Background: an optimization exercise with open tools, aiming at small area, a short achievable clock period and few clock cycles per item. Do not read the settings as production practice. Where RTL was checked, it was by simulation tests only, not by an equivalence proof against the original. No functional check of the RTL was part of run 1. Power figures rest on the tool's default switching activity, not on a simulated workload.

==> flow/design.v (outline; a module is shown in full before it is edited, if it fits) <==
// module qubit_measure: 4301 lines
// module qm_fa: 10 lines
// module qm_ha: 9 lines
// module qm_bsel: 10 lines
module qubit_measure (
    input  logic               clk,
    input  logic               rst,
    input  logic               in_valid,
    output logic               in_ready,
    input  logic signed [15:0] in_alpha,
    input  logic signed [15:0] in_beta,
    output logic               out_valid,
    input  logic               out_ready,
    output logic               out_bit,
    output logic [15:0]        out_alpha,
    output logic [15:0]        out_beta,
    output logic               out_err
);
  // ...
==> flow/flow/run.sh <==
#!/bin/bash
set -euo pipefail
export SETUP_SLACK_MARGIN=7.6
export POST_SYNTH_TCL="$(pwd)/flow/downsize.tcl"
bash standard.sh > standard.log 2>&1
==> flow/flow/downsize.tcl <==
# Run after synthesis (POST_SYNTH_TCL): set every combinational cell that
# synthesis gave a drive strength above 1 to its drive-1 variant. The timing
# repair later sizes up what the critical paths need. Registers keep their
# cell type and size.
set n 0
foreach inst [get_cells *] {
  set m [get_property $inst ref_name]
  if {[regexp {^(sky130_fd_sc_hd__[a-z0-9]+)_([0-9]+)$} $m -> base sz] && $sz > 1} {
    if {[regexp {df|dl|sdf|edf|conb|clkbuf|clkinv|clkdly|tap|fill|decap} $base]} { continue }
    set cand "${base}_1"
    if {[llength [get_lib_cells -quiet */$cand]] > 0} {
      replace_cell $inst $cand
      incr n
    }
  }
}
puts "downsize: $n cells set to drive strength 1"
==> flow/standard.sh <==
#!/bin/bash
# synth_recipe.tcl (not shown) runs the flow's synth.tcl, then flattens the netlist and writes it again
# the make line also repeats each setting of config.mk as NAME=value (left out here)
make -C /OpenROAD-flow-scripts/flow DESIGN_CONFIG=/design/flow/config.mk WORK_HOME=/design/flow/orfs CLKGATE_MAP_FILE= SYNTH_SCRIPT=/design/flow/synth_recipe.tcl "${@:-finish}"
==> flow/config.mk <==
export PLATFORM = sky130hd
export DESIGN_NAME = qubit_measure
export DESIGN_NICKNAME = qubit_measure
export VERILOG_FILES = /design/flow/design.v
export SDC_FILE = /design/flow/constraint.sdc
export NUM_CORES = 4
export LEC_CHECK = 0
export CAP_MARGIN = 20
export CORE_MARGIN = 2
export CORE_UTILIZATION = 40
export CTS_BUF_LIST = sky130_fd_sc_hd__clkbuf_8
export CTS_CLUSTER_DIAMETER = 100
export CTS_CLUSTER_SIZE = 15
export PLACE_DENSITY = 0.75
export SLEW_MARGIN = 20
export SYNTH_HIERARCHICAL = 1
export SYNTH_MINIMUM_KEEP_SIZE = 0
==> flow/constraint.sdc <==
create_clock -name core_clock -period 11.0 [get_ports {clk}]
set_input_delay 2.2000 -clock core_clock [delete_from_list [all_inputs] [get_ports {clk}]]
set_output_delay 2.2000 -clock core_clock [all_outputs]
set_load 0.01 [all_outputs]
==> impl_metrics.yaml, run 1 <==
yosys:
  ys_warn_count: 7
  syn-cell-area_um2: 27900
floorplan:
  die_x_um: 268
  rows: 96
  dieArea_um2: 71800
critical_path:
  rr_endpoint: "xb_q[22]"
layout:
  largestClassByArea: "multi-input gates"
  buf_share_pct: 2.98
  seq_area_um2: 8070
  drive_gt1_share_pct: 6.81
  nonClockBufferCount: 93
placed_design:
  preCtsSetupSlack_ns: 6.65
  gp_congestion: 0.902
timing:
  skew_ns: 0.0225
  timing.final.hold_violations: 0
  worstMarginPinSlew_ns: 0.813
power_and_ir_drop:
  switchingPower_mw: 5.23
  leakagePower_nw: 12.4
  sw_frac_of_total_pct: 45.7
routing:
  ant_nets: 0
cts:
  postCtsSetupRepairBufs: 5
  cts_hold_buf: 0
  cts_tree: "built"
grt:
  grt_pass1_wl_um: 105000
status:
  status: "finished clean"
==> run 2, diff against run 1 <==
--- a/flow/design.v
+++ b/flow/design.v
@@ -2228,27 +2228,27 @@
     logic cg2173;
     logic cp2174;
     logic cg2175;
     logic cp2176;
     logic cg2177;
     logic cp2178;
     logic cg2179;
     logic cp2180;
-    logic xc_q;
-    logic [41:0] xa_q;
-    logic [41:0] xb_q;
     logic cg2181;
     logic cp2182;
     logic cg2183;
     logic cp2184;
     logic cg2185;
     logic cp2186;
     logic cg2187;
     logic cp2188;
+    logic xc_q;
+    logic [39:0] xa_q;
+    logic [39:0] xb_q;
     logic cg2189;
     logic cp2190;
     logic cg2191;
     logic cp2192;
     logic cg2193;
     logic cp2194;
     logic cg2195;
     logic cp2196;
@@ -4032,114 +4032,114 @@
     assign cg2163 = xa[2] & xb[2];
     assign cp2164 = xa[2] | xb[2];
     assign cg2165 = xa[3] & xb[3];
     assign cp2166 = xa[3] | xb[3];
     assign cg2167 = xa[4] & xb[4];
     assign cp2168 = xa[4] | xb[4];
     assign cg2169 = xa[5] & xb[5];
     assign cp2170 = xa[5] | xb[5];
-    assign cg2171 = cg2161 | (cp2162 & cg2159);
-    assign cp2172 = cp2162 & cp2160;
-    assign cg2173 = cg2165 | (cp2166 & cg2163);
-    assign cp2174 = cp2166 & cp2164;
-    assign cg2175 = cg2169 | (cp2170 & cg2167);
-    assign cp2176 = cp2170 & cp2168;
-    assign cg2177 = cg2173 | (cp2174 & cg2171);
-    assign cp2178 = cp2174 & cp2172;
-    assign cg2179 = cg2175 | (cp2176 & cg2177);
-    assign cp2180 = cp2176 & cp2178;
-    assign cg2181 = xa_q[0] & xb_q[0];
-    assign cp2182 = xa_q[0] | xb_q[0];
-    assign cg2183 = xa_q[1] & xb_q[1];
-    assign cp2184 = xa_q[1] | xb_q[1];
-    assign cg2185 = xa_q[2] & xb_q[2];
-    assign cp2186 = xa_q[2] | xb_q[2];
-    assign cg2187 = xa_q[3] & xb_q[3];
-    assign cp2188 = xa_q[3] | xb_q[3];
-    assign cg2189 = xa_q[4] & xb_q[4];
-    assign cp2190 = xa_q[4] | xb_q[4];
-    assign cg2191 = xa_q[5] & xb_q[5];
-    assign cp2192 = xa_q[5] | xb_q[5];
-    assign cg2193 = xa_q[6] & xb_q[6];
-    assign cp2194 = xa_q[6] | xb_q[6];
-    assign cg2195 = xa_q[7] & xb_q[7];
-    assign cp2196 = xa_q[7] | xb_q[7];
-    assign cg2197 = xa_q[8] & xb_q[8];
-    assign cp2198 = xa_q[8] | xb_q[8];
-    assign cg2199 = xa_q[9] & xb_q[9];
-    assign cp2200 = xa_q[9] | xb_q[9];
-    assign cg2201 = xa_q[10] & xb_q[10];
-    assign cp2202 = xa_q[10] | xb_q[10];
-    assign cg2203 = xa_q[11] & xb_q[11];
-    assign cp2204 = xa_q[11] | xb_q[11];
-    assign cg2205 = xa_q[12] & xb_q[12];
-    assign cp2206 = xa_q[12] | xb_q[12];
-    assign cg2207 = xa_q[13] & xb_q[13];
-    assign cp2208 = xa_q[13] | xb_q[13];
-    assign cg2209 = xa_q[14] & xb_q[14];
-    assign cp2210 = xa_q[14] | xb_q[14];
-    assign cg2211 = xa_q[15] & xb_q[15];
-    assign cp2212 = xa_q[15] | xb_q[15];
-    assign cg2213 = xa_q[16] & xb_q[16];
-    assign cp2214 = xa_q[16] | xb_q[16];
-    assign cg2215 = xa_q[17] & xb_q[17];
-    assign cp2216 = xa_q[17] | xb_q[17];
-    assign cg2217 = xa_q[18] & xb_q[18];
-    assign cp2218 = xa_q[18] | xb_q[18];
-    assign cg2219 = xa_q[19] & xb_q[19];
-    assign cp2220 = xa_q[19] | xb_q[19];
-    assign cg2221 = xa_q[20] & xb_q[20];
-    assign cp2222 = xa_q[20] | xb_q[20];
-    assign cg2223 = xa_q[21] & xb_q[21];
-    assign cp2224 = xa_q[21] | xb_q[21];
-    assign cg2225 = xa_q[22] & xb_q[22];
-    assign cp2226 = xa_q[22] | xb_q[22];
-    assign cg2227 = xa_q[23] & xb_q[23];
-    assign cp2228 = xa_q[23] | xb_q[23];
-    assign cg2229 = xa_q[24] & xb_q[24];
-    assign cp2230 = xa_q[24] | xb_q[24];
-    assign cg2231 = xa_q[25] & xb_q[25];
-    assign cp2232 = xa_q[25] | xb_q[25];
-    assign cg2233 = xa_q[26] & xb_q[26];
-    assign cp2234 = xa_q[26] | xb_q[26];
-    assign cg2235 = xa_q[27] & xb_q[27];
-    assign cp2236 = xa_q[27] | xb_q[27];
-    assign cg2237 = xa_q[28] & xb_q[28];
-    assign cp2238 = xa_q[28] | xb_q[28];
-    assign cg2239 = xa_q[29] & xb_q[29];
-    assign cp2240 = xa_q[29] | xb_q[29];
-    assign cg2241 = xa_q[30] & xb_q[30];
-    assign cp2242 = xa_q[30] | xb_q[30];
-    assign cg2243 = xa_q[31] & xb_q[31];
-    assign cp2244 = xa_q[31] | xb_q[31];
-    assign cg2245 = xa_q[32] & xb_q[32];
-    assign cp2246 = xa_q[32] | xb_q[32];
-    assign cg2247 = xa_q[33] & xb_q[33];
-    assign cp2248 = xa_q[33] | xb_q[33];
-    assign cg2249 = xa_q[34] & xb_q[34];
-    assign cp2250 = xa_q[34] | xb_q[34];
-    assign cg2251 = xa_q[35] & xb_q[35];
-    assign cp2252 = xa_q[35] | xb_q[35];
-    assign cg2253 = xa_q[36] & xb_q[36];
-    assign cp2254 = xa_q[36] | xb_q[36];
-    assign cg2255 = xa_q[37] & xb_q[37];
-    assign cp2256 = xa_q[37] | xb_q[37];
-    assign cg2257 = xa_q[38] & xb_q[38];
-    assign cp2258 = xa_q[38] | xb_q[38];
-    assign cg2259 = xa_q[39] & xb_q[39];
-    assign cp2260 = xa_q[39] | xb_q[39];
-    assign cg2261 = xa_q[40] & xb_q[40];
-    assign cp2262 = xa_q[40] | xb_q[40];
-    assign cg2263 = cg2181 | (cp2182 & xc_q);
-    assign cp2264 = cp2182 & 1'b0;
-    assign cg2265 = cg2185 | (cp2186 & cg2183);
-    assign cp2266 = cp2186 & cp2184;
-    assign cg2267 = cg2189 | (cp2190 & cg2187);
-    assign cp2268 = cp2190 & cp2188;
+    assign cg2171 = xa[6] & xb[6];
+    assign cp2172 = xa[6] | xb[6];
+    assign cg2173 = xa[7] & xb[7];
+    assign cp2174 = xa[7] | xb[7];
+    assign cg2175 = cg2161 | (cp2162 & cg2159);
+    assign cp2176 = cp2162 & cp2160;
+    assign cg2177 = cg2165 | (cp2166 & cg2163);
+    assign cp2178 = cp2166 & cp2164;
+    assign cg2179 = cg2169 | (cp2170 & cg2167);
+    assign cp2180 = cp2170 & cp2168;
+    assign cg2181 = cg2173 | (cp2174 & cg2171);
+    assign cp2182 = cp2174 & cp2172;
+    assign cg2183 = cg2177 | (cp2178 & cg2175);
+    assign cp2184 = cp2178 & cp2176;
+    assign cg2185 = cg2181 | (cp2182 & cg2179);
+    assign cp2186 = cp2182 & cp2180;
+    assign cg2187 = cg2185 | (cp2186 & cg2183);
+    assign cp2188 = cp2186 & cp2184;
+    assign cg2189 = xa_q[0] & xb_q[0];
+    assign cp2190 = xa_q[0] | xb_q[0];
+    assign cg2191 = xa_q[1] & xb_q[1];
+    assign cp2192 = xa_q[1] | xb_q[1];
+    assign cg2193 = xa_q[2] & xb_q[2];
+    assign cp2194 = xa_q[2] | xb_q[2];
+    assign cg2195 = xa_q[3] & xb_q[3];
+    assign cp2196 = xa_q[3] | xb_q[3];
+    assign cg2197 = xa_q[4] & xb_q[4];
+    assign cp2198 = xa_q[4] | xb_q[4];
+    assign cg2199 = xa_q[5] & xb_q[5];
+    assign cp2200 = xa_q[5] | xb_q[5];
+    assign cg2201 = xa_q[6] & xb_q[6];
+    assign cp2202 = xa_q[6] | xb_q[6];
+    assign cg2203 = xa_q[7] & xb_q[7];
+    assign cp2204 = xa_q[7] | xb_q[7];
+    assign cg2205 = xa_q[8] & xb_q[8];
+    assign cp2206 = xa_q[8] | xb_q[8];
+    assign cg2207 = xa_q[9] & xb_q[9];
+    assign cp2208 = xa_q[9] | xb_q[9];
+    assign cg2209 = xa_q[10] & xb_q[10];
+    assign cp2210 = xa_q[10] | xb_q[10];
+    assign cg2211 = xa_q[11] & xb_q[11];
+    assign cp2212 = xa_q[11] | xb_q[11];
+    assign cg2213 = xa_q[12] & xb_q[12];
+    assign cp2214 = xa_q[12] | xb_q[12];
+    assign cg2215 = xa_q[13] & xb_q[13];
+    assign cp2216 = xa_q[13] | xb_q[13];
+    assign cg2217 = xa_q[14] & xb_q[14];
+    assign cp2218 = xa_q[14] | xb_q[14];
+    assign cg2219 = xa_q[15] & xb_q[15];
+    assign cp2220 = xa_q[15] | xb_q[15];
+    assign cg2221 = xa_q[16] & xb_q[16];
+    assign cp2222 = xa_q[16] | xb_q[16];
+    assign cg2223 = xa_q[17] & xb_q[17];
+    assign cp2224 = xa_q[17] | xb_q[17];
+    assign cg2225 = xa_q[18] & xb_q[18];
+    assign cp2226 = xa_q[18] | xb_q[18];
+    assign cg2227 = xa_q[19] & xb_q[19];
+    assign cp2228 = xa_q[19] | xb_q[19];
+    assign cg2229 = xa_q[20] & xb_q[20];
+    assign cp2230 = xa_q[20] | xb_q[20];
+    assign cg2231 = xa_q[21] & xb_q[21];
+    assign cp2232 = xa_q[21] | xb_q[21];
+    assign cg2233 = xa_q[22] & xb_q[22];
+    assign cp2234 = xa_q[22] | xb_q[22];
+    assign cg2235 = xa_q[23] & xb_q[23];
+    assign cp2236 = xa_q[23] | xb_q[23];
+    assign cg2237 = xa_q[24] & xb_q[24];
+    assign cp2238 = xa_q[24] | xb_q[24];
+    assign cg2239 = xa_q[25] & xb_q[25];
+    assign cp2240 = xa_q[25] | xb_q[25];
+    assign cg2241 = xa_q[26] & xb_q[26];
+    assign cp2242 = xa_q[26] | xb_q[26];
+    assign cg2243 = xa_q[27] & xb_q[27];
+    assign cp2244 = xa_q[27] | xb_q[27];
+    assign cg2245 = xa_q[28] & xb_q[28];
+    assign cp2246 = xa_q[28] | xb_q[28];
+    assign cg2247 = xa_q[29] & xb_q[29];
+    assign cp2248 = xa_q[29] | xb_q[29];
+    assign cg2249 = xa_q[30] & xb_q[30];
+    assign cp2250 = xa_q[30] | xb_q[30];
+    assign cg2251 = xa_q[31] & xb_q[31];
+    assign cp2252 = xa_q[31] | xb_q[31];
+    assign cg2253 = xa_q[32] & xb_q[32];
+    assign cp2254 = xa_q[32] | xb_q[32];
+    assign cg2255 = xa_q[33] & xb_q[33];
+    assign cp2256 = xa_q[33] | xb_q[33];
+    assign cg2257 = xa_q[34] & xb_q[34];
+    assign cp2258 = xa_q[34] | xb_q[34];
+    assign cg2259 = xa_q[35] & xb_q[35];
+    assign cp2260 = xa_q[35] | xb_q[35];
+    assign cg2261 = xa_q[36] & xb_q[36];
+    assign cp2262 = xa_q[36] | xb_q[36];
+    assign cg2263 = xa_q[37] & xb_q[37];
+    assign cp2264 = xa_q[37] | xb_q[37];
+    assign cg2265 = xa_q[38] & xb_q[38];
+    assign cp2266 = xa_q[38] | xb_q[38];
+    assign cg2267 = cg2189 | (cp2190 & xc_q);
+    assign cp2268 = cp2190 & 1'b0;
     assign cg2269 = cg2193 | (cp2194 & cg2191);
     assign cp2270 = cp2194 & cp2192;
     assign cg2271 = cg2197 | (cp2198 & cg2195);
     assign cp2272 = cp2198 & cp2196;
     assign cg2273 = cg2201 | (cp2202 & cg2199);
     assign cp2274 = cp2202 & cp2200;
     assign cg2275 = cg2205 | (cp2206 & cg2203);
     assign cp2276 = cp2206 & cp2204;
@@ -4186,63 +4186,63 @@
     assign cg2317 = cg2289 | (cp2290 & cg2287);
     assign cp2318 = cp2290 & cp2288;
     assign cg2319 = cg2293 | (cp2294 & cg2291);
     assign cp2320 = cp2294 & cp2292;
     assign cg2321 = cg2297 | (cp2298 & cg2295);
     assign cp2322 = cp2298 & cp2296;
     assign cg2323 = cg2301 | (cp2302 & cg2299);
     assign cp2324 = cp2302 & cp2300;
-    assign cg2325 = cg2307 | (cp2308 & cg2305);
-    assign cp2326 = cp2308 & cp2306;
-    assign cg2327 = cg2311 | (cp2312 & cg2309);
-    assign cp2328 = cp2312 & cp2310;
-    assign cg2329 = cg2315 | (cp2316 & cg2313);
-    assign cp2330 = cp2316 & cp2314;
-    assign cg2331 = cg2319 | (cp2320 & cg2317);
-    assign cp2332 = cp2320 & cp2318;
-    assign cg2333 = cg2323 | (cp2324 & cg2321);
-    assign cp2334 = cp2324 & cp2322;
-    assign cg2335 = cg2327 | (cp2328 & cg2325);
-    assign cp2336 = cp2328 & cp2326;
-    assign cg2337 = cg2331 | (cp2332 & cg2329);
-    assign cp2338 = cp2332 & cp2330;
-    assign cg2339 = cg2303 | (cp2304 & cg2333);
-    assign cp2340 = cp2304 & cp2334;
-    assign cg2341 = cg2337 | (cp2338 & cg2335);
-    assign cp2342 = cp2338 & cp2336;
-    assign cg2343 = cg2339 | (cp2340 & cg2341);
-    assign cp2344 = cp2340 & cp2342;
+    assign cg2325 = cg2305 | (cp2306 & cg2303);
+    assign cp2326 = cp2306 & cp2304;
+    assign cg2327 = cg2309 | (cp2310 & cg2307);
+    assign cp2328 = cp2310 & cp2308;
+    assign cg2329 = cg2313 | (cp2314 & cg2311);
+    assign cp2330 = cp2314 & cp2312;
+    assign cg2331 = cg2317 | (cp2318 & cg2315);
+    assign cp2332 = cp2318 & cp2316;
+    assign cg2333 = cg2321 | (cp2322 & cg2319);
+    assign cp2334 = cp2322 & cp2320;
+    assign cg2335 = cg2325 | (cp2326 & cg2323);
+    assign cp2336 = cp2326 & cp2324;
+    assign cg2337 = cg2329 | (cp2330 & cg2327);
+    assign cp2338 = cp2330 & cp2328;
+    assign cg2339 = cg2333 | (cp2334 & cg2331);
+    assign cp2340 = cp2334 & cp2332;
+    assign cg2341 = cg2339 | (cp2340 & cg2337);
+    assign cp2342 = cp2340 & cp2338;
+    assign cg2343 = cg2335 | (cp2336 & cg2341);
+    assign cp2344 = cp2336 & cp2342;
     always_ff @(posedge clk) begin
         a_q <= ~in_alpha;
         b_q <= ~in_beta;
         sa0_q <= {qac348, qac346, qac344, qac342, qac340, qac338, qac336, qac334, qac332, qac330, qac328, qac326, qac324, qac322, qac320, qac318, qac316, qac314, qac312, qac310, qac308, qac306, qac304, qac302, qac300, qac298, qac296, qas295, pp3, pp2, 1'b0, pp1};
         sb0_q <= {pp138, qas347, qas345, qas343, qas341, qas339, qas337, qas335, qas333, qas331, qas329, qas327, qas325, qas323, qas321, qas319, qas317, qas315, qas313, qas311, qas309, qas307, qas305, qas303, qas301, qas299, qas297, pp31, 1'b0, pp16, 1'b0, 1'b0};
         sm_q <= {qmc754, qmc752, qmc750, qmc748, qmc746, qmc744, qmc742, qmc740, qmc738, qmc736, qmc734, qmc732, qmc730, qmc728, qmc726, qmc724, qmc722, qmc720, qmc718, qmc716, qmc714, qmc712, qmc710, qmc708, qmc706, qmc704, qmc702, qmc700, qmc698, qms697, 1'b0, pp1};
         cm_q <= {qms755, qms753, qms751, qms749, qms747, qms745, qms743, qms741, qms739, qms737, qms735, qms733, qms731, qms729, qms727, qms725, qms723, qms721, qms719, qms717, qms715, qms713, qms711, qms709, qms707, qms705, qms703, qms701, qms699, pp350, 1'b0, pp349};
         sb1_q <= {pp486, qbs695, qbs693, qbs691, qbs689, qbs687, qbs685, qbs683, qbs681, qbs679, qbs677, qbs675, qbs673, qbs671, qbs669, qbs667, qbs665, qbs663, qbs661, qbs659, qbs657, qbs655, qbs653, qbs651, qbs649, qbs647, qbs645, pp379, 1'b0, pp364, 1'b0, 1'b0};
         zs_q <= (a_q == 16'hffff) && (b_q == 16'hffff);
         p0_q <= p0_d[30:0];
         t_q <= t_d;
         zt_q <= zs_q;
         zr_q <= zt_q;
         bg_q <= t_q[31];
         r15_q <= er15_q;
-        xc_q <= cg2179;
-        xa_q <= xa[47:6];
-        xb_q <= xb[47:6];
+        xc_q <= cg2187;
+        xa_q <= xa[47:8];
+        xb_q <= xb[47:8];
     end
     always_ff @(posedge clk) begin
         v_q[1] <= acc & ~rst;
         v_q[2] <= v_q[1] & ~rst;
         v_q[3] <= v_q[2] & ~rst;
         v_q[4] <= v_q[3] & ~rst;
     end
     logic xsg;
-    assign xsg = xa_q[41] ^ xb_q[41] ^ cg2343;
+    assign xsg = xa_q[39] ^ xb_q[39] ^ cg2343;
     assign res_bit = bg_q ? r15_q : (~zr_q & ~xsg);
     assign res_err = zr_q;
     logic rb_q, re_q;
     assign rb_q = res_bit;
     assign re_q = res_err;
     assign push = v_q[LAT];
     logic [D-1:0] qv_q, qb_q, qe_q;
     logic [D-1:0] sv, sb, se;
==> flow/flow/run.sh (replaced) <==
#!/bin/bash
set -euo pipefail
export SETUP_SLACK_MARGIN=7.5
export POST_SYNTH_TCL="$(pwd)/flow/downsize.tcl"
bash standard.sh > standard.log 2>&1
==> impl_metrics.yaml, run 2 <==
placed_design:
  io_buffers: 41
  preCtsSetupSlack_ns: 6.74
  hpwl_um: 45600
  placed_area_um2: 29400
  gp_congestion: 0.887
layout:
  drive_gt1_share_pct: 5.97
  stdcell_area_um2: 30100
  n_fill_cell: 6271
  post-route-util_pct: 43.9
  layout_common_cells: "fa_1, dfxtp_1, nor2_1"
  reg_top3: "xa_q x40, xb_q x40, t_q x32"
  final_common_cell: "fa_1"
  fin_nets: 3164
  areaGrowthSynthToFinish_pct: 8.57
routing:
  firstDrtPassIters: 6
  initialDrtViolationCount: 2113
  vias_per_cell: 5.34
  vias: 18500
  ant_nets: 0
  wl_um: 64500
  route.detailed.drc: 0
  wl_per_cell_um: 18.6
floorplan:
  start_util_pct: 40.5
  io_pins: 72
  core_region_area_um2: 68600
  die_h_um: 267
  rows: 96
  die_x_um: 267
  dieArea_um2: 71500
cts:
  cts_buffers: 30
  path_clk_slew_ns: 0.10
  cts_max_level: 1
  clkLatencyLatePin_ns: 0.68
  cts_tree: "built"
  cts_sinks: 391
  clockBufferDepth: 3
  cts-root-buf: "clkbuf_8"
timing:
  timing.final.hold_violations: 0
  max_freq_mhz: 287
  period_share_pct: 31.7
  worstMarginPinSlew_ns: 0.876
  period_needed_ns: 3.48
  skew_ns: 0.0202
  rsz0062_at_grt: "true"
  timing.setup.tns_ns: 0
  setup_viol: 0
  drv_slew: 0
  relSlewSlack_pct: 41.5
  fin_ws_ns: 7.52
critical_path:
  worstPathCellList: "a22oi_2, xnor2_1, ha_1, maj3_1, o21bai_1, maj3_1, maj3_1, maj3_1, maj3_1, maj3_1"
  critPathRequiredTime_ns: 11.56
  critical_path_class: "register to register"
  start_kind: "register"
  end_kind: "register"
  crit_family: "adder cells"
  cp_slowest_stage_delay_ns: 0.39
  critical_path_buf_inv_count: 0
  crit_fanout: 4
  cp.arrival_ns: 4.05
  crit_top_cell: "maj3_1"
  critPathSlowestCell: "maj3_1"
power_and_ir_drop:
  max-vdd-ir-drop_mv: 0.216
  sw_frac_of_total_pct: 45.5
  p_per_area_nw_per_um2: 373
  p_int_mw: 6.12
  power_frac_comb_pct: 70.2
  leakagePower_nw: 12.4
  p_seq_share_pct: 23.3
  switchingPower_mw: 5.11
  totalPowerFinal_mw: 11.2
  pwr-share-clk_pct: 6.5
hold_path:
  hold_class: "register to register"
yosys:
  synthCells: 2472
  ys_warn_count: 7
  syn-mean-instance-area_um2: 11.2
  syn-cell-area_um2: 27700
grt:
  grt_pass1_wl_um: 104000
  grt_max_degree: 39
  grt_pass1_vias: 19300
  grt_overflow: 0
  antenna_found_initial: 2
  grt.total_usage_pct: 18.4
status:
  status: "finished clean"
job:
  drv_cap: 0
[run 2: what timing repair did]
item                       CTS  global route
resized for setup           45            29
buffers inserted            11            11
pin swaps                    0             1
setup endpoints to repair   71            39
hold buffers                 0             0
[run 2: metal layers]
layer	GRT usage (%)	vias to the layer above	wire length, um
li1	-	8243	-
met1	24.7	9182	26800
met2	29.2	906	29500
met3	3.38	149	5510
met4	7.79	0	2670
met5	0	-	0
[run 2: final cells by class]
class	count	area [um2]	area share (%)
antenna	1	2.50	0.00831
sequential	391	7950	26.4
tap	931	1160	3.87
inverter	139	529	1.76
timing repair buffer	100	875	2.90
clock buffer	31	427	1.42
clock inverter	6	41.3	0.137
multi-input combinational	1863	19100	63.5
[run 2: worst reg2reg max path, stage by stage, from the launching register on]
cell,delay (ns)
dfxtp_4,0.37
a22oi_2,0.19
xnor2_1,0.14
ha_1,0.27
maj3_1,0.36
o21bai_1,0.19
maj3_1,0.39
maj3_1,0.36
maj3_1,0.37
maj3_1,0.36
maj3_1,0.36
[run 2: path summary, 6_finish.rpt]
kind,from,endpoint,slack [ns],cells after the start
hold / removal,zs_q,zt_q,0.34,0
hold reg to reg,zs_q,zt_q,0.34,0
setup / recovery,e1_q[0],xc_q,7.52,10
setup reg to reg,e1_q[0],xc_q,7.52,10
[run 2: metrics by stage]
stage	std cells	hold WS [ns]
finish	3462	0.341
global route	3462	0.346
CTS	3450	0.338
detailed placement	3402	0.316
global placement	3402	0.314
floorplan	2507	0.310
[run 2: power by group through the flow]
stage	Combinational (mW)	Sequential (mW)	Clock, mW
global placement	7.40	2.63	0
floorplan	5.66	2.59	0
detailed placement	7.87	2.64	0
finish	7.89	2.62	0.725
CTS	7.90	2.60	0.753
global route	9.12	2.67	0.800
Testbench counts of run 2, summed over its fixed seeds: cycles 2,088, items 2,048.
==> run 3, diff against run 2 <==
==> flow/flow/run.sh (replaced) <==
#!/bin/bash
set -euo pipefail
export SETUP_SLACK_MARGIN=7.7
export POST_SYNTH_TCL="$(pwd)/flow/downsize.tcl"
bash standard.sh > standard.log 2>&1
==> impl_metrics.yaml, run 3 <==
status:
  status: "finished clean"
critical_path:
  critical_path_class: "register to primary output"
  crit_top_cell: "buf_6"
  start_kind: "register"
  worstPathCellList: "buf_6, buf_6"
  worstRegToRegCells: 9
  critPathRequiredTime_ns: 8.80
  cp.arrival_ns: 1.23
  critPathSlowestCell: "dfxtp_2"
  r2r-start: "e2_q[0]"
  crit_fanout: 3
  cp_slowest_stage_delay_ns: 0.35
  rr_endpoint: "xb_q[16]"
  rrSetupSlack_ns: 7.67
  end_kind: "primary output"
hold_path:
  hp-start: "zs_q"
  whs_path_depth: 0
  hold_class: "register to register"
  hold_end: "zt_q"
grt:
  grt_pass1_vias: 19500
  grt_pass1_wl_um: 106000
  grt.total_usage_pct: 18.5
  grt_max_degree: 39
  grt_overflow: 0
  antenna_found_initial: 0
timing:
  setup_viol: 0
  timing.setup.tns_ns: 0
  drv_slew: 0
  max_freq_mhz: 292
  timing.final.hold_violations: 0
  whs_ns: 0.334
  period_share_pct: 31.2
  relSlewSlack_pct: 51.2
  worstMarginPinSlew_ns: 0.731
  period_needed_ns: 3.43
  rsz0062_at_grt: "true"
  skew_ns: 0.0359
cts:
  clkLatencyLatePin_ns: 0.66
  cts-root-buf: "clkbuf_8"
  cts_hold_buf: 0
  path_clk_slew_ns: 0.10
  cts_tree: "built"
  cts_sinks: 391
  cts_max_level: 1
  clockBufferDepth: 3
  cts_buffers: 30
floorplan:
  io_pins: 72
  dieArea_um2: 71500
  core_region_area_um2: 68600
  rows: 96
  die_x_um: 267
  die_h_um: 267
  start_util_pct: 40.5
routing:
  top_layer: "met4"
  wl_met2_um: 30700
  route.detailed.drc: 0
  initialDrtViolationCount: 1844
  wl_met1_um: 27700
  vias: 18600
  wl_um: 65600
  ant_nets: 0
  wl_per_cell_um: 18.9
  dr_wl_met3_um: 5270
  firstDrtPassIters: 6
  vias_per_cell: 5.35
placed_design:
  placed_area_um2: 29400
  io_buffers: 41
  gp_congestion: 0.864
  hpwl_um: 46200
  placedCellCount: 3400
job:
  drv_cap: 0
layout:
  reg_top3: "xa_q x40, xb_q x40, t_q x32"
  areaGrowthSynthToFinish_pct: 11.2
  stdcell_area_um2: 30900
  final_common_cell: "fa_1"
  drive_gt1_share_pct: 10.8
  final_cells: 3479
  layout_common_cells: "fa_1, dfxtp_1, nor2_1"
  diodes: 0
  fin_nets: 3182
yosys:
  synthCells: 2472
  syn-cell-area_um2: 27700
  ys_warn_count: 7
  syn-mean-instance-area_um2: 11.2
power_and_ir_drop:
  p_per_area_nw_per_um2: 372
  leakagePower_nw: 12.6
  max-vdd-ir-drop_mv: 0.214
[run 3: metal layers]
metal / vias to the layer above / GRT usage [%]
li1: 8291 / -
met1: 9330 / 25.4
met2: 864 / 30.1
met3: 127 / 3.47
met4: 0 / 5.15
met5: - / 0
[run 3: critical path, delay by kind of cell (launching register included)]
kind,cells,cell delay (ns)
flip-flops,1,0.35
buffers and inverters,2,0.22
[run 3: through the flow]
| stage | setup slack [ns] | utilization, % | power, mW |
|---|---|---|---|
| 5_1_grt | 7.52 | 45.0 | 12.7 |
| 3_3_place_gp | 6.78 | 42.8 | 10.0 |
| 3_5_place_dp | 6.76 | 42.8 | 10.4 |
| 6_report | 7.57 | 45.0 | 11.5 |
| 2_1_floorplan | 7.48 | - | 8.25 |
| 4_1_cts | 7.50 | 44.3 | 11.3 |
[run 3: area by class of cell]
class	count	area [um2]
Fill cell	6137	37700
Multi-Input combinational cell	1863	19500
Sequential cell	391	8030
Timing Repair Buffer	118	1200
Tap cell	931	1160
Inverter	139	533
Clock buffer	31	427
Clock inverter	6	47.5
[run 3: worst max-delay path by stage]
stage                   start      endpoint  slack, ns  cells past startpoint
finish                   ob_q  out_beta[14]       7.57                      2
global route             ob_q  out_beta[14]       7.52                      2
CTS                   qv_q[0]     out_valid       7.50                      1
detailed placement  out_ready         rdy_q       6.76                      7
global placement    out_ready         rdy_q       6.78                      7
floorplan           out_ready         rdy_q       7.48                      8
[run 3: timing repair]
action                                  CTS  global route
setup buffers                            27            14
pin swaps                                20            41
endpoints found under the setup margin   84            77
cloned                                    0             1
gates resized for setup                 123           107
endpoints found under the hold margin     0             0
[run 3: where the power goes]
part / switching [mW] / internal [mW] / leakage (nW)
combinational: 4.24 / 3.87 / 9.08
clock: 0.462 / 0.258 / 0.258
sequential: 0.468 / 2.17 / 3.30
==> run 4, diff against run 3 <==
==> flow/flow/run.sh (replaced) <==
#!/bin/bash
set -euo pipefail
export SETUP_SLACK_MARGIN=7.6
export BUFFER_PORTS_ARGS="-buffer_cell sky130_fd_sc_hd__buf_1"
export POST_SYNTH_TCL="$(pwd)/flow/downsize.tcl"
bash standard.sh > standard.log 2>&1
==> impl_metrics.yaml, run 4 <==
timing:
  period_needed_ns: 3.36
  fin_ws_ns: 7.64
  rsz0062_at_grt: "true"
  timing.final.hold_violations: 0
  relSlewSlack_pct: 49.8
  timing.setup.tns_ns: 0
  setup_viol: 0
  drv_slew: 0
  max_freq_mhz: 298
  worstMarginPinSlew_ns: 0.753
  period_share_pct: 30.5
  skew_ns: 0.0234
cts:
  cts_hold_buf: 0
  cts_tree: "built"
  cts_sinks: 391
  clkLatencyLatePin_ns: 0.67
  cts_buffers: 30
  cts-root-buf: "clkbuf_8"
  clockBufferDepth: 3
  path_clk_slew_ns: 0.10
  cts_max_level: 1
critical_path:
  critical_path_class: "register to primary output"
  start_kind: "register"
  crit_fanout: 3
  end_kind: "primary output"
  cp.arrival_ns: 1.16
  critPathRequiredTime_ns: 8.80
status:
  status: "finished clean"
grt:
  grt.total_usage_pct: 18.7
  grt_overflow: 0
  grt_pass1_vias: 19500
  antenna_found_initial: 0
  grt_max_degree: 39
  grt_pass1_wl_um: 106000
layout:
  n_fill_cell: 6295
  areaGrowthSynthToFinish_pct: 8.68
  seq_area_um2: 8010
  final_common_cell: "fa_1"
  fin_nets: 3164
  stdcell_area_um2: 30200
  layout_common_cells: "fa_1, dfxtp_1, nor2_1"
  reg_top3: "xa_q x40, xb_q x40, t_q x32"
  diodes: 0
  multi_input_area_um2: 19300
  final_cells: 3461
  drive_gt1_share_pct: 7.98
power_and_ir_drop:
  sw_frac_of_total_pct: 45.4
  p_seq_share_pct: 23.7
  p_int_mw: 6.15
  leakagePower_nw: 12.4
  pwr-share-clk_pct: 6.4
  p_per_area_nw_per_um2: 374
  power_frac_comb_pct: 69.9
  switchingPower_mw: 5.12
  totalPowerFinal_mw: 11.3
  max-vdd-ir-drop_mv: 0.234
placed_design:
  preCtsSetupSlack_ns: 7.21
  gp_congestion: 0.898
  hpwl_um: 47300
  placed_area_um2: 29100
  io_buffers: 41
  placedCellCount: 3398
routing:
  firstDrtPassIters: 9
  wl_um: 65900
  vias: 18600
  initialDrtViolationCount: 1559
  route.detailed.drc: 0
  vias_per_cell: 5.37
  wl_per_cell_um: 19.0
  ant_nets: 0
floorplan:
  die_h_um: 267
  start_util_pct: 40.5
  dieArea_um2: 71500
  core_region_area_um2: 68600
  rows: 96
  io_pins: 72
  die_x_um: 267
yosys:
  synthCells: 2472
  syn-mean-instance-area_um2: 11.2
  ys_warn_count: 7
  syn-cell-area_um2: 27700
job:
  drv_cap: 0
hold_path:
  hold_class: "register to register"
-- run 4: timing repair --
action | 4_1_cts | 5_1_grt
endpoints found under the setup margin | 78 | 69
resized for setup | 47 | 89
buffers inserted | 5 | 21
pin swaps | 0 | 20
-- run 4: worst max-delay path, stage by stage (launching register included) --
cell     delay (ns)
dfxtp_2        0.34
inv_1          0.03
buf_2          0.12
-- run 4: area by class of cell --
type                            count  share of cell area (%)
Clock buffer                       30                    1.37
Sequential cell                   391                    26.6
Multi-Input combinational cell   1863                    63.9
Timing Repair Buffer              100                    2.37
Tap cell                          931                    3.86
Inverter                          139                    1.74
Clock inverter                      7                   0.162
-- run 4: metrics by stage --
step	util, %	hold WS [ns]
5_1_grt	44.0	0.362
3_3_place_gp	42.4	0.317
4_1_cts	43.3	0.358
2_1_floorplan	-	0.310
3_5_place_dp	42.4	0.332
6_report	44.0	0.356
-- run 4: worst paths after layout --
| path | from | endpoint | slack [ns] | depth (start not counted) |
|---|---|---|---|---|
| setup reg to reg | e1_q[0] | xb_q[19] | 7.65 | 8 |
| hold reg to reg | zs_q | zt_q | 0.36 | 0 |
| hold / removal | zs_q | zt_q | 0.36 | 0 |
| setup / recovery | ob_q | out_alpha[14] | 7.64 | 2 |
-- run 4: routing by layer --
layer	global-route usage, %	share of wire, %	up-vias
li1	-	-	8251
met4	5.56	3.0	0
met2	29.9	46	883
met1	25.9	42	9322
met5	0	0	-
met3	3.35	8.3	140
-- run 4: power by group through the flow --
stage,combinational [mW],clock [mW],sequential (mW)
detailed placement,7.69,0,2.67
CTS,7.75,0.745,2.64
finish,7.88,0.720,2.67
floorplan,5.66,0,2.59
global route,9.09,0.796,2.73
global placement,7.26,0,2.66
==> run 5, diff against run 4 <==
==> flow/flow/run.sh (replaced) <==
#!/bin/bash
set -euo pipefail
export SETUP_SLACK_MARGIN=7.6
export POST_SYNTH_TCL="$(pwd)/flow/downsize.tcl"
bash standard.sh > standard.log 2>&1
==> impl_metrics.yaml, run 5 <==
critical_path:
  end_kind: "primary output"
  cp_slowest_stage_delay_ns: 0.35
  crit_fanout: 3
  critical_path_class: "register to primary output"
  cp.arrival_ns: 1.16
  worstPathCellList: "inv_2, buf_6"
  critical_path_buf_inv_count: 2
  start_kind: "register"
  crit_family: "flip-flops"
  critPathRequiredTime_ns: 8.80
  critPathSlowestCell: "dfxtp_2"
  rrSetupSlack_ns: 7.67
floorplan:
  die_h_um: 267
  io_pins: 72
  core_region_area_um2: 68600
  dieArea_um2: 71500
  rows: 96
  start_util_pct: 40.5
  die_x_um: 267
layout:
  fin_nets: 3166
  layout_common_cells: "fa_1, dfxtp_1, nor2_1"
  drive_gt1_share_pct: 8.01
  n_fill_cell: 6291
  diodes: 0
  reg_top3: "xa_q x40, xb_q x40, t_q x32"
  final_common_cell: "fa_1"
  areaGrowthSynthToFinish_pct: 9.46
yosys:
  ys_warn_count: 7
  synthCells: 2472
  syn-cell-area_um2: 27700
  syn-mean-instance-area_um2: 11.2
routing:
  route.detailed.drc: 0
  initialDrtViolationCount: 1875
  wl_um: 64300
  wl_per_cell_um: 18.6
  vias: 18600
  ant_nets: 0
  vias_per_cell: 5.36
  firstDrtPassIters: 6
cts:
  cts_sinks: 391
  cts_buffers: 30
  path_clk_slew_ns: 0.10
  cts_max_level: 1
  clockBufferDepth: 3
  clkLatencyLatePin_ns: 0.68
  cts_tree: "built"
  cts-root-buf: "clkbuf_8"
  cts_hold_buf: 0
timing:
  rsz0062_at_grt: "true"
  max_freq_mhz: 297
  fin_ws_ns: 7.64
  relSlewSlack_pct: 49.2
  skew_ns: 0.0360
  setup_viol: 0
  drv_slew: 0
  period_needed_ns: 3.36
  timing.final.hold_violations: 0
  timing.setup.tns_ns: 0
  worstMarginPinSlew_ns: 0.761
  period_share_pct: 30.6
power_and_ir_drop:
  totalPowerFinal_mw: 11.3
  p_per_area_nw_per_um2: 373
  max-vdd-ir-drop_mv: 0.272
  leakagePower_nw: 12.5
grt:
  antenna_found_initial: 1
  grt_overflow: 0
  grt_pass1_wl_um: 104000
  grt_max_degree: 39
  grt.total_usage_pct: 18.3
  grt_pass1_vias: 19400
job:
  drv_cap: 0
placed_design:
  io_buffers: 41
  preCtsSetupSlack_ns: 6.73
  gp_congestion: 0.868
  hpwl_um: 46000
status:
  status: "finished clean"
hold_path:
  hold_class: "register to register"
## run 5: routing by layer
layer / vias up / GRT usage (%) / routed length (um)
met5: - / 0 / 0
met4: 0 / 5.94 / 2340
met3: 135 / 2.75 / 4750
met2: 777 / 29.7 / 29800
met1: 9416 / 25.1 / 27400
li1: 8252 / - / -
## run 5: path summary, 6_finish.rpt
path,start,endpoint,cells past startpoint
hold reg to reg,zs_q,zt_q,0
hold / removal,zs_q,zt_q,0
setup reg to reg,e1_q[0],xb_q[22],8
setup / recovery,ob_q,out_alpha[14],2
## run 5: cell type report
type                    count  area (um2)  area share (%)
multi-input cells        1863       19200            63.4
repair buffers            102         963            3.17
clock inverters             8        43.8           0.144
well taps                 931        1160            3.84
clock buffers              30         413            1.36
inverters                 139         529            1.74
flip-flops and latches    391        8010            26.4
## run 5: what timing repair did
| item | CTS | global route |
|---|---|---|
| resized for setup | 67 | 78 |
| endpoints found under the setup margin | 76 | 61 |
| buffers inserted | 20 | 8 |
| pin swaps | 1 | 19 |
| cloned | 0 | 0 |
## run 5: report_power, final
part,switching (mW),internal [mW]
logic,4.17,3.77
clock network,0.464,0.250
registers,0.497,2.17
## run 5: per-stage QoR
| stage | area [um2] | cells | hold slack, ns | utilization, % |
|---|---|---|---|---|
| 6_report | 30400 | 3464 | 0.333 | 44.3 |
| 3_3_place_gp | 29300 | 3398 | 0.314 | 42.8 |
| 3_5_place_dp | 29300 | 3398 | 0.312 | 42.8 |
| 4_1_cts | 30100 | 3456 | 0.334 | 43.8 |
| 2_1_floorplan | 28000 | 2507 | 0.310 | - |
| 5_1_grt | 30400 | 3464 | 0.349 | 44.3 |
==> run 6, diff against run 5 <==
--- a/flow/config.mk
+++ b/flow/config.mk
@@ -9,8 +9,8 @@
 export CORE_MARGIN = 2
 export CORE_UTILIZATION = 40
 export CTS_BUF_LIST = sky130_fd_sc_hd__clkbuf_8
-export CTS_CLUSTER_DIAMETER = 100
-export CTS_CLUSTER_SIZE = 15
+export CTS_CLUSTER_DIAMETER = 80
+export CTS_CLUSTER_SIZE = 12
 export PLACE_DENSITY = 0.75
 export SLEW_MARGIN = 20
 export SYNTH_HIERARCHICAL = 1
==> impl_metrics.yaml, run 6 <==
hold_path:
  hold_class: "register to register"
power_and_ir_drop:
  totalPowerFinal_mw: 11.5
  max-vdd-ir-drop_mv: 0.280
  leakagePower_nw: 12.6
  p_per_area_nw_per_um2: 375
grt:
  antenna_found_initial: 1
  grt_pass1_wl_um: 105000
  grt_max_degree: 39
  grt_pass1_vias: 19500
  grt_overflow: 0
  grt.total_usage_pct: 18.6
critical_path:
  crit_fanout: 14
  critPathSlowestCell: "fa_1"
  cp_slowest_stage_delay_ns: 0.54
  crit_top_cell: "fa_1"
  critPathRequiredTime_ns: 11.50
  start_kind: "register"
  worstPathCellList: "buf_12, a22oi_1, xnor2_1, fa_1, fa_1, fa_1, fa_1, fa_1"
  cp.arrival_ns: 3.83
  end_kind: "register"
  critical_path_class: "register to register"
  crit_family: "adder cells"
  critical_path_buf_inv_count: 1
layout:
  fin_nets: 3177
  diodes: 0
  stdcell_area_um2: 30600
  multi_input_area_um2: 19200
  seq_area_um2: 8020
  reg_top3: "xa_q x40, xb_q x40, t_q x32"
  layout_common_cells: "fa_1, dfxtp_1, nor2_1"
  drive_gt1_share_pct: 8.28
  n_fill_cell: 6269
  areaGrowthSynthToFinish_pct: 10.1
  final_common_cell: "fa_1"
  post-route-util_pct: 44.6
timing:
  drv_slew: 0
  period_share_pct: 30.3
  relSlewSlack_pct: 50.1
  timing.setup.tns_ns: 0
  max_freq_mhz: 300
  period_needed_ns: 3.33
  rsz0062_at_grt: "true"
  skew_ns: 0.0239
  timing.final.hold_violations: 0
  setup_viol: 0
  worstMarginPinSlew_ns: 0.749
floorplan:
  io_pins: 72
  dieArea_um2: 71500
  start_util_pct: 40.5
  die_x_um: 267
  rows: 96
  die_h_um: 267
  core_region_area_um2: 68600
routing:
  ant_nets: 0
  route.detailed.drc: 0
  firstDrtPassIters: 7
  vias_per_cell: 5.37
  vias: 18700
  wl_um: 64800
  wl_per_cell_um: 18.6
  initialDrtViolationCount: 1927
cts:
  cts_max_level: 2
  clkLatencyLatePin_ns: 0.64
  cts_sinks: 391
  cts-root-buf: "clkbuf_8"
  cts_buffers: 40
  path_clk_slew_ns: 0.09
  cts_hold_buf: 0
  cts_tree: "built"
  clockBufferDepth: 3
yosys:
  synthCells: 2472
  syn-mean-instance-area_um2: 11.2
  syn-cell-area_um2: 27700
  ys_warn_count: 7
placed_design:
  io_buffers: 41
  placed_area_um2: 29300
  hpwl_um: 46000
  gp_congestion: 0.868
job:
  drv_cap: 0
status:
  status: "finished clean"
-- run 6: layout make-up --
class                   count  share of cell area, %
well taps                 931                   3.81
flip-flops and latches    391                   26.2
clock buffers              43                   1.94
repair buffers            103                   3.17
clock inverters            10                  0.283
inverters                 139                   1.73
multi-input cells        1863                   62.8
-- run 6: metrics by stage --
stage	worst slack (ns)	hold WS, ns	cells
6_report	7.67	0.331	3480
5_1_grt	7.58	0.345	3480
4_1_cts	7.49	0.331	3471
3_5_place_dp	6.73	0.312	3398
3_3_place_gp	6.77	0.314	3398
2_1_floorplan	7.48	0.310	2507
-- run 6: final timing paths --
path,depth (start not counted),startpoint,slack (ns),to
worst max-delay path,8,e1_q[0],7.67,xb_q[18]
worst max register to register,8,e1_q[0],7.67,xb_q[18]
worst min-delay path,0,zs_q,0.33,zt_q
worst min register to register,0,zs_q,0.33,zt_q
-- run 6: worst register-to-register path: stages, from the launching register on --
cell	delay, ns
dfxtp_4	0.37
buf_12	0.15
a22oi_1	0.22
xnor2_1	0.16
fa_1	0.45
fa_1	0.46
fa_1	0.39
fa_1	0.54
fa_1	0.43
-- run 6: routing by layer --
metal / GRT usage (%) / wire [um] / vias up / share of wire (%)
met4: 6.48 / 2310 / 0 / 3.6
met2: 30.1 / 29900 / 863 / 46
li1: - / - / 8276 / -
met1: 25.2 / 27400 / 9411 / 42
met5: 0 / 0 / - / 0
met3: 3.41 / 5210 / 145 / 8.0
-- run 6: what timing repair did --
item / CTS / global route
pin swaps: 1 / 16
buffers inserted: 20 / 9
setup endpoints to repair: 78 / 73
gates resized for setup: 67 / 70
-- run 6: power by group --
group,internal [mW],total (mW),switching [mW]
Combinational,3.74,7.90,4.15
Sequential,2.17,2.67,0.499
Clock,0.381,0.883,0.502
Total,6.30,11.5,5.16
==> run 7, diff against run 6 <==
--- a/flow/config.mk
+++ b/flow/config.mk
@@ -7,7 +7,7 @@
 export LEC_CHECK = 0
 export CAP_MARGIN = 20
 export CORE_MARGIN = 2
-export CORE_UTILIZATION = 40
+export CORE_UTILIZATION = 45
 export CTS_BUF_LIST = sky130_fd_sc_hd__clkbuf_8
 export CTS_CLUSTER_DIAMETER = 80
 export CTS_CLUSTER_SIZE = 12
==> impl_metrics.yaml, run 7 <==
status:
  status: "finished clean"
critical_path:
  crit_top_cell: "fa_1"
  start_kind: "register"
  crit_family: "adder cells"
  critPathSlowestCell: "fa_1"
  critical_path_buf_inv_count: 2
  worstPathCellList: "buf_12, buf_4, a22oi_2, xnor2_1, fa_1, fa_1, fa_2, fa_1, fa_1"
  cp_slowest_stage_delay_ns: 0.57
  crit_fanout: 15
  end_kind: "register"
  cp.arrival_ns: 3.88
  critPathRequiredTime_ns: 11.51
  critical_path_class: "register to register"
layout:
  final_cells: 3349
  final_common_cell: "fa_1"
  fin_nets: 3188
  stdcell_area_um2: 30500
  post-route-util_pct: 49.7
  reg_top3: "xa_q x40, xb_q x40, t_q x32"
  drive_gt1_share_pct: 8.72
  layout_common_cells: "fa_1, dfxtp_1, nor2_1"
  n_fill_cell: 5223
  areaGrowthSynthToFinish_pct: 9.91
timing:
  rsz0062_at_grt: "true"
  relSlewSlack_pct: 48.9
  period_needed_ns: 3.37
  max_freq_mhz: 296
  timing.final.hold_violations: 0
  setup_viol: 0
  timing.setup.tns_ns: 0
  whs_ns: 0.337
  drv_slew: 0
  period_share_pct: 30.7
  fin_ws_ns: 7.63
  worstMarginPinSlew_ns: 0.767
  skew_ns: 0.0361
routing:
  wl_met1_um: 27200
  initialDrtViolationCount: 1737
  ant_nets: 0
  vias: 19000
  firstDrtPassIters: 7
  wl_um: 67700
  route.detailed.drc: 0
  top_layer: "met4"
  wl_per_cell_um: 20.2
  vias_per_cell: 5.67
  wl_met2_um: 32100
  dr_wl_met3_um: 5410
floorplan:
  core_region_area_um2: 61400
  io_pins: 72
  die_h_um: 252
  die_x_um: 252
  dieArea_um2: 63700
  start_util_pct: 45.2
  rows: 91
cts:
  cts_buffers: 40
  clkLatencyLatePin_ns: 0.64
  path_clk_slew_ns: 0.10
  clockBufferDepth: 3
  cts_max_level: 2
  cts_sinks: 391
  cts-root-buf: "clkbuf_8"
  cts_tree: "built"
power_and_ir_drop:
  max-vdd-ir-drop_mv: 0.273
  totalPowerFinal_mw: 11.5
  leakagePower_nw: 12.6
  p_per_area_nw_per_um2: 377
grt:
  antenna_found_initial: 0
  grt_max_degree: 39
  grt_pass1_vias: 20400
  grt_overflow: 0
  grt.total_usage_pct: 21.4
  grt_pass1_wl_um: 108000
placed_design:
  gp_congestion: 0.916
  preCtsSetupSlack_ns: 6.71
  placedCellCount: 3255
  hpwl_um: 47500
  io_buffers: 41
  placed_area_um2: 29100
yosys:
  ys_warn_count: 7
  syn-cell-area_um2: 27700
  syn-mean-instance-area_um2: 11.2
  synthCells: 2472
hold_path:
  hold_class: "register to register"
job:
  drv_cap: 0
==> run 7: routing by layer <==
metal / up-vias / track usage [%]
li1: 8306 / -
met1: 9523 / 27.3
met2: 946 / 35.4
met3: 218 / 4.33
met4: 0 / 9.62
met5: - / 0
==> run 7: final cells by class <==
| cell class | count | area, um2 | area share [%] |
|---|---|---|---|
| Multi-Input combinational cell | 1863 | 19200 | 63.0 |
| Timing Repair inverter | 1 | 7.51 | 0.0246 |
| Inverter | 139 | 529 | 1.74 |
| Antenna cell | 1 | 2.50 | 0.00821 |
| Clock buffer | 42 | 578 | 1.90 |
| Sequential cell | 391 | 8000 | 26.2 |
| Tap cell | 790 | 988 | 3.24 |
| Timing Repair Buffer | 113 | 1100 | 3.62 |
| Clock inverter | 9 | 68.8 | 0.226 |
==> run 7: worst paths after layout <==
kind                            slack, ns  depth (start not counted)       end    start
worst max-delay path                 7.63                          9  xb_q[23]  e2_q[0]
worst min register to register       0.34                          0      bg_q  t_q[31]
worst max register to register       7.63                          9  xb_q[23]  e2_q[0]
worst min-delay path                 0.34                          0      bg_q  t_q[31]
==> run 7: timing repair <==
item,in CTS,in global routing
setup endpoints to repair,86,62
hold buffers,0,0
pin swaps,4,14
gates resized for setup,71,67
cloned,1,0
setup buffers,26,15
==> run 7: power by group <==
part	leakage (nW)	switching [mW]	internal [mW]	total, mW
combinational	8.99	4.24	3.76	8.00
clock	0.347	0.505	0.353	0.858
sequential	3.29	0.468	2.17	2.64

## separate check: timing with driven ports
No port has a modelled driver above. Below, the same layouts with a new extraction and two added sets of constraints. Step 1 (the two cells are an assumption about what drives the block):
set clk [get_ports {clk}]
set_driving_cell -lib_cell sky130_fd_sc_hd__clkbuf_16 $clk
set_driving_cell -lib_cell sky130_fd_sc_hd__buf_2 [delete_from_list [all_inputs] $clk]
Step 2, shift: input delay + t, output delay - t, t = (earliest + latest rising clock arrival at the registers) / 2. This alone moves slack from input paths to output paths. Three values: ideal, step 1, step 2; two values: the first two.
run | t, ns | setup WS [ns] | worst slew at a driven data input, ns
run 1 | 0.708 | 7.625 / 7.596 / 7.029 | 0.05
run 2 | 0.726 | 7.518 / 7.515 / 7.093 | 0.04
run 3 | 0.695 | 7.573 / 7.522 / 7.131 | 0.03
run 4 | 0.714 | 7.643 / 7.592 / 7.206 | 0.03
run 5 | 0.708 | 7.639 / 7.587 / 7.086 | 0.04
run 6 | 0.676 | 7.671 / 7.632 / 7.058 | 0.04
run 7 | 0.674 | 7.626 / 7.575 / 7.051 | 0.05
After both steps every run listed still meets setup and hold. The setup slack of run 6, which loses most, moves by -0.039 ns with the drivers and by -0.613 ns with both steps.
